What follows belongs to an exercise in optimizing a design on an open flow for small area, a short achievable clock period and few clock cycles per item; a production flow would make more cautious choices.
At most, simulation tests tie the RTL to the original design; equivalence was not proved.
Power figures rest on the tool's default switching activity, not on a simulated workload.

P:
Design mult_16x16, start of the top module:
module mult_16x16 (
  input  logic        clk,
  input  logic        rst_n,
  input  logic        in_valid,
  output logic        in_ready,
  input  logic [15:0] in_a,
  input  logic [15:0] in_b,
  output logic        out_valid,
  input  logic        out_ready,
  output logic [31:0] out_product
);
For scale: about 1000 cells after synthesis, roughly 170 flip-flops, ~70 I/O pins.
make LEC_CHECK=0 CAP_MARGIN=20 CORE_MARGIN=2 CORE_UTILIZATION=40 SETUP_SLACK_MARGIN=1.2 SLEW_MARGIN=20 finish   # period 4.0 ns
run.sh (not shown) runs the stock make flow with config.mk's settings and CLKGATE_MAP_FILE= SYNTH_SCRIPT=/design/flow/synth_recipe.tcl, a recipe that flattens the netlist after the stock synthesis.
Edits applied to the flow inputs when going from P to Q:
==> flow/flow/run.sh (new file) <==
#!/bin/bash
# Own flow: the standard layout (standard.sh), with Yosys's synth run with -noabc so the
# pre-mapping "abc -fast" pass does not run before ORFS extracts full/half adders (it leaves
# the adders with inverted polarity and an inverter on most adder-to-adder nets). The rest of
# synthesis (-nofsm -noshare via synth_recipe.tcl, flatten, rename) and every later step are the
# standard ones. Each tool's output goes to a log file in the work folder.
set -euo pipefail
extra=()
if [[ -f flow/extra.mk ]]; then
  while read -r line; do [[ -n "$line" && "$line" != \#* ]] && extra+=("$line"); done < flow/extra.mk
fi
bash standard.sh SYNTH_ARGS=-noabc "${extra[@]}" finish > standard_flow.log 2>&1
==> flow/standard.sh (new file) <==
#!/bin/bash
# synth_recipe.tcl (not shown) runs the flow's synth.tcl, then flattens the netlist and writes it again
# the make line also repeats each setting of config.mk as NAME=value (left out here)
make -C /OpenROAD-flow-scripts/flow DESIGN_CONFIG=/design/flow/config.mk WORK_HOME=/design/flow/orfs CLKGATE_MAP_FILE= SYNTH_SCRIPT=/design/flow/synth_recipe.tcl "${@:-finish}"
removed: flow/run.sh
Q finished all stages; the layout is clean.
Compare P and Q | net count of the finished layout lower: Q
Q -> P: top-level I/O count delta 0, exact match
P reports its worst setup path startpoint as P811_q2 while Q reports G802_q2.
Relative to P, synthesized area has decreased by 3.4% in Q.
Re power of the clock network: P and Q aren't equal, and the higher value belongs to P.
No functional check of the RTL was part of any run of this note.

========
== cedar ==
mult_16x16, a different RTL version from the one above (not shown whole).
Size in the first run: ~220 flip-flops, ~70 I/O pins, roughly 0.014 mm2 of cells after synthesis.
Settings: LEC_CHECK=0, CAP_MARGIN=20, CORE_MARGIN=2, CORE_UTILIZATION=40, SETUP_SLACK_MARGIN=1.7, SLEW_MARGIN=20; clock period 4.0 ns.
standard.sh (not shown) runs the stock make flow with config.mk's settings and CLKGATE_MAP_FILE= SYNTH_SCRIPT=/design/flow/synth_recipe.tcl, a recipe that flattens the netlist after the stock synthesis.
==> flow/flow/run.sh <==
#!/bin/bash
# Own flow: the standard layout (standard.sh), with Yosys's synth run with -noabc so the
# pre-mapping "abc -fast" pass does not run before ORFS extracts full/half adders (it leaves
# the adders with inverted polarity and an inverter on most adder-to-adder nets). The rest of
# synthesis (-nofsm -noshare via synth_recipe.tcl, flatten, rename) and every later step are the
# standard ones. Each tool's output goes to a log file in the work folder.
set -euo pipefail
extra=()
if [[ -f flow/extra.mk ]]; then
  while read -r line; do [[ -n "$line" && "$line" != \#* ]] && extra+=("$line"); done < flow/extra.mk
fi
bash standard.sh SYNTH_ARGS=-noabc "${extra[@]}" finish > standard_flow.log 2>&1
Modified inputs, pine compared to cedar
Settings: an added CTS_BUF_LIST of sky130_fd_sc_hd__clkbuf_4 sky130_fd_sc_hd__clkbuf_8; a change of CORE_UTILIZATION from 40 to 70.
==> notes.md <==
- pine went all the way through the flow, and no timing, DRC or antenna check failed.
- pine against cedar: global routing usage on met2 shows an increase of 21 points; detailed route wirelength on metal2 shows an increase of about 3.7%; worst-case vdd ir drop shows an increase of 18%.
- pine — clock power about 18% lower, cedar as reference
Function was not checked in any run of this note: the RTL went through the layout flow alone.

========
run 1:
mult_16x16, a different RTL version from the one above (not shown whole).
Size: roughly 880 cells after synthesis, about 70 I/O pins.
Settings: LEC_CHECK=0, CAP_MARGIN=20, CORE_MARGIN=2, CORE_UTILIZATION=80, CTS_BUF_LIST=sky130_fd_sc_hd__clkbuf_4 sky130_fd_sc_hd__clkbuf_8, SETUP_SLACK_MARGIN=1.6, SLEW_MARGIN=20; clock period 4.0 ns.
Scripts as last shown in full above: flow/flow/run.sh
Both conditions hold for run 1: the flow ran to the end and the final layout passed the timing, design-rule and antenna checks.
Testbench counts of run 1, summed over its fixed seeds: cycles 32,024, items 32,000.
> inputs changed (run 1 -> run 2)
- SLEW_MARGIN changed from 20 to 0
- CORE_UTILIZATION changed from 80 to 70
- CAP_MARGIN changed from 20 to 0
[summary]
- Run 2 against run 1: cell count now sits higher, fraction of met1 tracks used by global routing now sits lower, total die area now sits higher, fill cell instance count of the final layout now sits higher.
- The capture point of the worst path comes out h745_q2 in one run and s551_q2 in the other, namely in run 2 and run 1 respectively.
- Summary of run 2 over run 1: worst setup slack picked up an extra 0.16 ns; routed length on met3 lost 4100 um.
- Summary — count of instances resized after the clock tree is built, run 2 relative to run 1: lower, by 3.
Here is what was changed in the inputs of run 3 compared with run 2.
- swapping 0 for 20 in CAP_MARGIN
- clearing CTS_BUF_LIST, which used to be sky130_fd_sc_hd__clkbuf_4 sky130_fd_sc_hd__clkbuf_8
- swapping 0 for 20 in SLEW_MARGIN
- swapping 70 for 40 in CORE_UTILIZATION
### Flow results
Non-clock buffer count of run 3 exceeds that of run 2 by more than half.
Comparing wire length for run 2 and run 3, the smaller number came from run 2.
Relative to run 2, minimum setup slack among reg-to-reg paths has increased by 0.02 ns in run 3.
Run 2 → run 3: number of gates resized after CTS increased by 71 relative to the old numbers; layout overhead on the synthesized area increased by 9.5 points relative to the old numbers; overall power consumption increased by about 3% relative to the old numbers.
Run 3 completed end to end with timing, DRC and antenna clean.
Run 2 was carried through to the last stage, and its layout satisfied the timing, design-rule and antenna checks.
Run 3 against run 2: global routing met3 resource utilization lost 4.1 points, worst-case vdd ir drop barely changed, first-pass GRT wire length rose 8.6%, sequential share of layout area down 3.1 points.
Setup slack: run 3 vs run 2 up 0.017 ns
## Diff of input files: run 4 against run 3
- CORE_UTILIZATION now 60, was 40
[summary]
- Run comparison: run 3 startpoint of the most critical setup path s511_q1; run 4 startpoint of the most critical setup path c486_q1
- Changes observed in run 4 relative to run 3: filler cell count in the final layout has decreased, depth of the critical timing path with buffers and inverters included comparable.
- Between run 4 and run 3, the post-cts sizing count is higher for run 3.
- Number of buffers inserted by port buffering: run 4 vs run 3 identical
- Min area occupied by multi-input gates across run 4 and run 3: run 4

========
Starting RTL as in the previous note.
clock: 4.0 ns
lec_check: 0
cap_margin: 20
core_margin: 2
core_utilization: 70
cts_buf_list: sky130_fd_sc_hd__clkbuf_4 sky130_fd_sc_hd__clkbuf_8
setup_slack_margin: 1.8
slew_margin: 20
Scripts as last shown in full above: flow/flow/run.sh
The starting point finished with timing, DRC and antenna clean.
Testbench counts at the start, summed over its fixed seeds: cycles 32,024, items 32,000.
Next try:
==> flow/flow/extra.mk (new file) <==
BUFFER_PORTS_ARGS=-buffer_cell sky130_fd_sc_hd__buf_2
- SETUP_SLACK_MARGIN: 1.8 -> 1.6
Power falls by 7.6%.
Setup slack degrades by 4.9 ps.
Fmax hardly moves.
Wire length falls by 11%.
Count of clock-buffer cells in the layout does not change.
Final cell count falls by 2.2%.
Next try:
- ABC_AREA: unset -> 1
- CORE_UTILIZATION: 70 -> 60
removed: flow/flow/extra.mk
Outcome:
- combinational power rose by a little under a tenth
- die area rose by about a fifth
- power rose by a few percent
- sequential cell count is unchanged
- setup slack is better by 12 ps
- final cell count rose by well over a third
Next try:
- ABC_AREA: 1 -> unset
- CORE_UTILIZATION: 60 -> 40
Result:
- count of clock-buffer cells in the layout rises by 1
- fmax grows by about 1%
- total power shrinks by about 3.3%
- sequential cell count stays the same
- routed wire length goes down by about 4.5%
- clock power came out lower by about 6%
- worst hold slack is better by 13 ps
- synthesized area shrinks by about 5%
- clock skew goes down by 3.5 ps
- die area increases by about 40%
- via count shrinks by 20%

========
Another version of the RTL of mult_16x16 (not shown whole).
For scale: roughly 830 cells after synthesis, roughly 160 flip-flops, ~70 I/O pins, roughly 12000 µm² of cells after synthesis.
==> flow/config.mk <==
export PLATFORM = sky130hd
export DESIGN_NAME = mult_16x16
export DESIGN_NICKNAME = mult_16x16
export VERILOG_FILES = /design/flow/design.v
export SDC_FILE = /design/flow/constraint.sdc
export NUM_CORES = 4
export LEC_CHECK = 0
export CAP_MARGIN = 20
export CORE_MARGIN = 2
export CORE_UTILIZATION = 70
export CTS_BUF_LIST = sky130_fd_sc_hd__clkbuf_4 sky130_fd_sc_hd__clkbuf_8
export SETUP_SLACK_MARGIN = 1.1
export SLEW_MARGIN = 20
==> flow/constraint.sdc <==
create_clock -name core_clock -period 4.0 [get_ports {clk}]
set_input_delay 0.8000 -clock core_clock [delete_from_list [all_inputs] [get_ports {clk}]]
set_output_delay 0.8000 -clock core_clock [all_outputs]
set_load 0.01 [all_outputs]
Scripts as last shown in full above: flow/flow/run.sh
The first run ran to the end with no violations.
Edit:
CORE_UTILIZATION = 40   (was 70)
CTS_BUF_LIST = not set   (was sky130_fd_sc_hd__clkbuf_4 sky130_fd_sc_hd__clkbuf_8)
SETUP_SLACK_MARGIN = 1.2   (was 1.1)
The changed run completed without violations.
Power grows by 0.61%.
Cell count rises by 17%.
Die area climbs by 72%.
Setup slack improves by 77 ps.
Synthesized cell count stays the same.
Clock-buffer cell count climbs by 1.
Hold slack hardly moves.
Register-to-register slack is worse by 40 ps.
Critical path depth is lower by 1.
No run of this note included a check of the RTL's function; only the layout flow was run.

========
RTL: one of the versions met above, not the one the previous note started from.
Size in the first run: about 880 cells after synthesis, about 70 I/O pins.
Settings: LEC_CHECK=0, CAP_MARGIN=20, CORE_MARGIN=2, CORE_UTILIZATION=70, CTS_BUF_LIST=sky130_fd_sc_hd__clkbuf_4 sky130_fd_sc_hd__clkbuf_8, GPL_ROUTABILITY_DRIVEN=0, SETUP_SLACK_MARGIN=1.6, SLEW_MARGIN=20; clock period 4.0 ns.
==> flow/flow/extra.mk <==
BUFFER_PORTS_ARGS=-buffer_cell sky130_fd_sc_hd__buf_2
Scripts as last shown in full above: flow/flow/run.sh
The starting point finished with timing, DRC and antenna clean.
Testbench counts at the start, summed over its fixed seeds: cycles 32,024, items 32,000.
==> next run, changes <==
==> flow/flow/extra.mk (replaced) <==
ADDER_MAP_FILE=
--- a/flow/config.mk
+++ b/flow/config.mk
@@ -12 +11,0 @@
-export GPL_ROUTABILITY_DRIVEN = 0
First-iteration DRC count climbs by about 70%.
Final area climbs by about 14%.
Worst setup slack improves by 0.13 ns.
Count of clock-buffer cells in the layout climbs by 1.
Flip-flop and latch count stays the same.
Routed wire length climbs by 21%.
Combinational power climbs by about 25%.
==> next run, changes <==
--- a/flow/config.mk
+++ b/flow/config.mk
@@ -12 +12 @@
-export SETUP_SLACK_MARGIN = 1.6
+export SETUP_SLACK_MARGIN = 1.4
removed: flow/flow/extra.mk
Flip-flop and latch count stays the same.
Utilization falls by 3.6 points.
Hold slack got worse by 0.0047 ns.
Cell area decreases by 13%.
Combinational power fell by 23%.
==> next run, changes <==
==> flow/flow/extra.mk (new file) <==
BUFFER_PORTS_ARGS=-buffer_cell sky130_fd_sc_hd__buf_2
--- a/flow/config.mk
+++ b/flow/config.mk
@@ -12 +12 @@
-export SETUP_SLACK_MARGIN = 1.4
+export SETUP_SLACK_MARGIN = 1.7
Outcome: The new run went through all stages and came out clean; core utilization rose by 2.4 points; die area is unchanged; via count stays flat; combinational power rose by about 16%; worst setup slack is better by 0.073 ns; clock power rose by about 5%; cell area rose by about 3%; synthesized cell count is unchanged.

==> separate check: timing with driven ports <==
In the flow no input, the clock included, has a driving cell. The finished layouts below were timed again as built, in two steps. Step 1 sets driving cells, clkbuf_16 on the clock port and buf_2 on the other inputs (assumed; they add their load-dependent delay and slew). Step 2 adds t to the input delays and takes it off the output delays; t is the mean of the earliest and latest rising clock arrival at the registers after step 1. Input paths then give back, and output paths get back, about the clock's delay inside the block. Three values: ideal, step 1, step 2; two values: the first two.
run | t (ns) | setup slack, ns | hold slack, ns | worst register clock-pin slew, ns | cell pins on the clock port's net
P | 0.489 | 1.117 / 1.067 / 0.778 | 0.424 / 0.424 / 0.424 | 0.08 / 0.08 | 1
Q | 0.478 | 1.127 / 1.078 / 0.731 | 0.427 / 0.427 / 0.427 | 0.07 / 0.07 | 1
cedar | 0.550 | 1.565 / 1.565 / 1.094 | 0.415 / 0.415 / 0.415 | 0.06 / 0.06 | 1
pine | 0.556 | 1.527 / 1.527 / 1.143 | 0.420 / 0.420 / 0.420 | 0.06 / 0.06 | 1
run 1 | 0.536 | 1.317 / 1.317 / 1.005 | 0.430 / 0.430 / 0.430 | 0.12 / 0.12 | 1
run 2 | 0.497 | 1.479 / 1.479 / 1.075 | 0.420 / 0.420 / 0.420 | 0.11 / 0.11 | 1
run 3 | 0.483 | 1.496 / 1.496 / 1.099 | 0.421 / 0.421 / 0.421 | 0.08 / 0.08 | 1
run 4 | 0.484 | 1.487 / 1.487 / 1.088 | 0.414 / 0.414 / 0.414 | 0.08 / 0.08 | 1
the first run of note 4 | 0.499 | 1.462 / 1.462 / 1.123 | 0.421 / 0.421 / 0.421 | 0.11 / 0.11 | 1
the second run of note 4 | 0.491 | 1.457 / 1.457 / 1.115 | 0.427 / 0.427 / 0.427 | 0.11 / 0.11 | 1
the third run of note 4 | 0.518 | 1.469 / 1.469 / 1.081 | 0.415 / 0.415 / 0.415 | 0.12 / 0.12 | 1
the fourth run of note 4 | 0.514 | 1.496 / 1.496 / 1.091 | 0.427 / 0.427 / 0.427 | 0.11 / 0.11 | 1
the first run of note 5 | 0.516 | 0.866 / 0.823 / 0.604 | 0.427 / 0.427 / 0.427 | 0.10 / 0.10 | 1
the second run of note 5 | 0.479 | 0.943 / 0.894 / 0.764 | 0.425 / 0.425 / 0.425 | 0.07 / 0.07 | 1
the first run of note 6 | 0.506 | 1.432 / 1.432 / 1.086 | 0.428 / 0.428 / 0.428 | 0.12 / 0.12 | 1
the second run of note 6 | 0.508 | 1.564 / 1.563 / 1.055 | 0.422 / 0.422 / 0.422 | 0.12 / 0.12 | 1
the third run of note 6 | 0.512 | 1.370 / 1.391 / 0.878 | 0.417 / 0.417 / 0.417 | 0.11 / 0.11 | 1
the fourth run of note 6 | 0.500 | 1.443 / 1.443 / 1.182 | 0.427 / 0.427 / 0.427 | 0.12 / 0.12 | 1
After both steps setup and hold are still met in every run listed. The setup slack of the second run of note 6, which loses most, moves by -0.001 ns with the drivers and by -0.509 ns with both steps.
